Source: an optimization exercise on an open RTL-to-GDS flow (aim: a short achievable clock period and few clock cycles per item). Production flows keep margins and buffers that such runs may drop. No run shown here included a check of the RTL's function; only the layout flow was run. No activity file was given, so power comes from the tool's default toggle rates.

==> flow/design.v (outline; a module is shown in full before it is edited, if it fits) <==
// module exec_alu: 26 lines
// module exec_mult: 1760 lines
// module complete_arbiter: 11 lines
// module complete_sorter: 32 lines
// module ex_stage: 132 lines
module ex_stage (
	input  logic                                      clock,
	input  logic                                      reset,
	input  logic [2-1:0]                 issue_valid,
	input  logic [2*2-1:0]               issue_unit,
	input  logic [2*3-1:0]               issue_op,
	input  logic [2*32-1:0]        issue_a,
	input  logic [2*32-1:0]        issue_b,
	input  logic [2*5-1:0]    issue_rob,
	input  logic [2*6-1:0]     issue_pr,
	output logic [2-1:0]              complete_valid,
	output logic [2*5-1:0] complete_rob,
	output logic [2*6-1:0]  complete_pr,
	output logic [2*32-1:0]     complete_value,
	output logic [3-1:0]                    unit_busy
);
  // ...
==> flow/run.sh <==
#!/bin/bash
# synth_recipe.tcl (not shown) runs the flow's synth.tcl, then flattens the netlist and writes it again
# the make line also repeats each setting of config.mk as NAME=value (left out here)
make -C /OpenROAD-flow-scripts/flow DESIGN_CONFIG=/design/flow/config.mk WORK_HOME=/design/flow/orfs CLKGATE_MAP_FILE= SYNTH_SCRIPT=/design/flow/synth_recipe.tcl finish
==> flow/config.mk <==
export PLATFORM = sky130hd
export DESIGN_NAME = ex_stage
export DESIGN_NICKNAME = ex_stage
export VERILOG_FILES = /design/flow/design.v
export SDC_FILE = /design/flow/constraint.sdc
export NUM_CORES = 4
export LEC_CHECK = 0
export ABC_CLOCK_PERIOD_IN_PS = 1500
export CAP_MARGIN = 20
export CORE_MARGIN = 2
export CORE_UTILIZATION = 50
export SETUP_SLACK_MARGIN = 4.3
export SLEW_MARGIN = 20
export TNS_END_PERCENT = 100
==> flow/constraint.sdc <==
create_clock -name core_clock -period 6.5 [get_ports {clock}]
set_input_delay 1.3000 -clock core_clock [delete_from_list [all_inputs] [get_ports {clock}]]
set_output_delay 1.3000 -clock core_clock [all_outputs]
set_load 0.01 [all_outputs]
==> metrics.csv, run 1 <==
stage;metric;value;unit
setup_path;cp-startpoint;mult_i.two_q[1];
sta;min_period;2600;ps
final_layout;final_cells;5373;
setup_path;crit_path_start_kind;flop;
synthesis;synth_compound_area_share;13.8;%
synthesis;synthMostInstantiatedCell;dfxtp_1;
synthesis;ys_types;71;
setup_path;path_cells;buf_12, a22oi_2, xnor2_2, fa_1, inv_1, fa_2, inv_1, fa_2;
final_layout;final_area;0.0509;mm²
synthesis;synthAdderAreaFrac;18.8;%
final_layout;final_cell_mix;dfxtp_1, xnor2_1, inv_1;
clock_tree;cts_tree;built;
status;status;no timing/DRC/antenna violations;
global_route;grt_use_met1;43.2;%
final_layout;seq_share;32.4;%
drt;drt_wl_total;135;mm
setup_path;path_buf_inv;3;
setup_path;cp_data_required_time;7070;ps
die;die_y;286;µm
worst_hold_path;hold_class;flop to flop;
synthesis;synth_top_area_cell;dfxtp_1;
clock_tree;post_cts_buffers;87;
die;start_util;50.5;%
global_route;antenna_found_initial;19;
clock_tree;cts_buffer_depth;3;
power;swShare;36.8;%
worst_hold_path;min_delay_path_depth;0;
global_route;grtUsageTotal;32.4;%
sta;setup_ws;3900;ps
setup_path;rr_worst_depth;8;
setup_path;cp.depth;8;
synthesis;ys.warnings.count;5;
power;power_combinational;0.00879;W
==> inputs of run 2 (changes only) <==
--- a/flow/config.mk
+++ b/flow/config.mk
@@ -5,7 +5,7 @@
 export SDC_FILE = /design/flow/constraint.sdc
 export NUM_CORES = 4
 export LEC_CHECK = 0
-export ABC_CLOCK_PERIOD_IN_PS = 1500
+export ABC_CLOCK_PERIOD_IN_PS = 400
 export CAP_MARGIN = 20
 export CORE_MARGIN = 2
 export CORE_UTILIZATION = 50
==> run 2 against run 1 <==
Effect of this change: still clean; final area is the same; via count did not move; clock skew is the same; first-iteration DRC count unchanged; cell count unchanged; register-to-register slack hardly changed; worst hold slack did not move; clock power barely moved; largest power group unchanged; highest routed layer unchanged.
==> metrics.csv, run 2 <==
stage;metric;value;unit;change
status;status;no timing/DRC/antenna violations;;
die;ios;255;;
setup_path;path_max_fanout;5;;
sta;fmaxAchievable;0.385;GHz;
clock_tree;numCtsBuffers;87;;
die;die_w;286;µm;
die;die_area;0.0819;mm²;
global_route;grt_pass1_vias;29100;;
run;drv_cap;0;;
placed_design;hpwl;95.1;mm;
global_route;grtUsageTotal;32.4;%;unchanged
clock_tree;cts_buffer_depth;3;;unchanged
final_layout;final_cell_mix;dfxtp_1, xnor2_1, inv_1;;
setup_path;cp.arrival;3170;ps;
sta;maxSlewViolCount;0;;
synthesis;yosys-top-cells-count;dfxtp_1, inv_1, xnor2_1;;
placed_design;io_buffers;254;;
setup_path;rr_worst_depth;8;;unchanged
drt;route.detailed.drc;0;;
sta;min_period;2600;ps;unchanged
sta;worstMarginPinSlew;1200;ps;
global_route;antenna_found_initial;19;;unchanged
synthesis;ys.warnings.count;5;;unchanged
synthesis;syn-cell-area;0.0398;mm²;
die;die_y;286;µm;unchanged
synthesis;synth_async_sr_flop_share;0;%;
clock_tree;htreeDepth;3;;
sta;grt_setup_unrepaired;yes;;
global_route;grt_overflow_total;0;;
drt;drt_wl_total;135;mm;unchanged
synthesis;ys_types;71;;unchanged
power;p_int;0.0132;W;
power;p_clk_share;26.3;%;
sta;relSlewSlack;20.2;%;
synthesis;synthMostInstantiatedCell;dfxtp_1;;
power;pwr-share-comb;42.1;%;
die;core_area;0.0789;mm²;
clock_tree;clkLatencyLatePin;680;ps;
power;p_seq_share;31.6;%;
synthesis;synth_seq_cells;807;;
die;start_util;50.5;%;unchanged
drt;routedWlPerCell;25.2;µm;
final_layout;synthToLayoutAreaGrowth;27.8;%;
drt;vias_per_cell;5.60;;
final_layout;layout.nets;4890;;
setup_path;crit_path_start_kind;flop;;
drt;vias;30100;;
power;power_switching;0.00768;W;
synthesis;synth_flop_cell;dfxtp_1;;
sta;hold_viol_final;0;;
setup_path;rrSetupSlack;3900;ps;
clock_tree;clkSlewWorstSetupHoldPaths;60;ps;
clock_tree;cts_tree;built;;
synthesis;ys_top_cells_by_area;dfxtp_1, fa_1, ha_1;;
worst_hold_path;min_delay_path_depth;0;;unchanged
synthesis;ys_seq_area_share;40.6;%;
drt;drtAntennaViolNets;0;;
synthesis;postSynthCellCount;3954;;
synthesis;synth_area_per_cell;10.1;µm²;
global_route;grt_pass1_wl;195;mm;
sta;setup_viol;0;;
synthesis;synth_top_area_cell;dfxtp_1;;
clock_tree;clock_sinks;807;;
power;leakage;21.5;nW;
power;power;0.0209;W;
synthesis;syn-num-nets;4599;;
setup_path;end_kind;flop;;
sta;setup_ws;3900;ps;unchanged
placed_design;place_ws;3050;ps;
sta;tns;0;ps;
final_layout;regMostFlops;mult_i.tree_q;;
final_layout;final_common_cell;dfxtp_1;;
worst_hold_path;hold_class;flop to flop;;
die;row_count;103;;
sta;finalClockSkew;52.8;ps;
drt;drt_iter0_drc;2828;;
sta;fin_crit_sh;40.0;%;
placed_design;place_congestion;0.904;;
synthesis;synth-edff-count;0;;
power;worst_ir_drop_vdd;369;µV;
synthesis;synth.top_cell.area_share;40.6;%;
global_route;grt_max_degree;103;;
power;swShare;36.8;%;unchanged
power;cellPowerDensity;410;mW/mm²;
setup_path;cp_data_required_time;7070;ps;about the same
drt;drt_pass1_iterations;6;;
final_layout;layout-drive-gt1-share;26.0;%;
clock_tree;clockRootBuffer;clkbuf_16;;
final_layout;largest_register_ffs;167;;
setup_path;crit_type;flop to flop;;
## run 2: power by group through the flow
stage          logic, W  registers, W  clock network (W)
6_report        0.00879       0.00659            0.00550
3_3_place_gp    0.00749       0.00658                  0
3_5_place_dp    0.00757       0.00660                  0
4_1_cts         0.00826       0.00656            0.00556
2_1_floorplan   0.00469       0.00641                  0
5_1_grt         0.00961       0.00667            0.00577
## run 2: through the flow
step	utilization, %	std cells	hold WS, ps	area [µm²]
after floorplan	-	3954	310	40500
after global placement	55.1	5058	310	43500
after detailed placement	55.1	5058	312	43500
after CTS	62.7	5326	325	49400
after global routing	64.5	5367	329	50900
final	64.5	5373	325	50900
## run 2: critical path: stages, from the launching register on
cell and delay (ps):
dfxtp_4 390, buf_12 160, a22oi_2 220, xnor2_2 100
fa_1 490, inv_1 50, fa_2 520, inv_1 50
fa_2 500
## run 2: area by class of cell
| cell class | count | area (µm²) |
|---|---|---|
| Clock inverter | 41 | 731 |
| Timing Repair Buffer | 443 | 4870 |
| Clock buffer | 120 | 2550 |
| Multi-Input combinational cell | 2502 | 23400 |
| Antenna cell | 6 | 15.0 |
| Tap cell | 1050 | 1310 |
| Fill cell | 6286 | 28000 |
| Inverter | 404 | 1520 |
| Sequential cell | 807 | 16500 |
## run 2: cell families (layout without fill, tap and decap cells)
| logic type | Yosys count | count (layout) | share of synthesized area, % |
|---|---|---|---|
| AOI/OAI and AO/OA | 840 | 841 | 13.8 |
| xor gates and xnor gates | 436 | 436 | 9.59 |
| adders and majority gates | 481 | 481 | 18.8 |
| buffers and inverters | 653 | 1008 | 6.22 |
| DFF | 807 | 807 | 40.6 |
| muxes | 206 | 206 | 5.35 |
| other | 0 | 6 | 0 |
| and+or+nand+nor | 531 | 538 | 5.74 |
## run 2: final timing paths
check                   from                  to
max          mult_i.two_q[1]  mult_i.tree_q[153]
min reg2reg        spr2_q[2]           spr3_q[2]
min                spr2_q[2]           spr3_q[2]
max reg2reg  mult_i.two_q[1]  mult_i.tree_q[153]
## run 2: metal layers
| layer | part of all wire [%] | global-route usage [%] | vias up | routed length (µm) |
|---|---|---|---|---|
| met2 | 43 | 49.2 | 1421 | 58900 |
| met1 | 41 | 43.2 | 14600 | 55900 |
| met3 | 9.8 | 8.55 | 321 | 13300 |
| li1 | - | - | 13700 | - |
| met4 | 5.4 | 14.9 | 12 | 7350 |
| met5 | 0.059 | 0 | - | 80 |
## run 2: timing repair
item                                    in CTS  in global routing
pin swaps                                  146                164
gates resized for setup                    971                327
endpoints found under the setup margin     451                338
hold buffers                                 0                  0
setup buffers                               87                 36
gates cloned                                20                  5

[separate check: timing with driven ports]
How much do the figures lean on ideal ports? The routed layouts below were timed once more, with nothing changed but the port constraints.
Step 1, drivers: a clkbuf_16 drives clock and a buf_2 each remaining input, both assumed.
Step 2 adds t to the input delays and takes it off the output delays; t is the mean of the earliest and latest rising clock arrival at the registers after step 1. Input paths then give back, and output paths get back, about the clock's delay inside the block.
a / b / c = no drivers / after step 1 / after step 2; a / b = the first two.
run | t (ns) | setup slack, ns | worst hold slack (ns) | pins driven straight from the clock port
run 1 | 0.722 | 3.900 / 3.900 / 3.654 | 0.325 / 0.325 / 0.325 | 1
run 2 | 0.722 | 3.900 / 3.900 / 3.654 | 0.325 / 0.325 / 0.325 | 1
After both steps setup and hold are still met in every run listed.
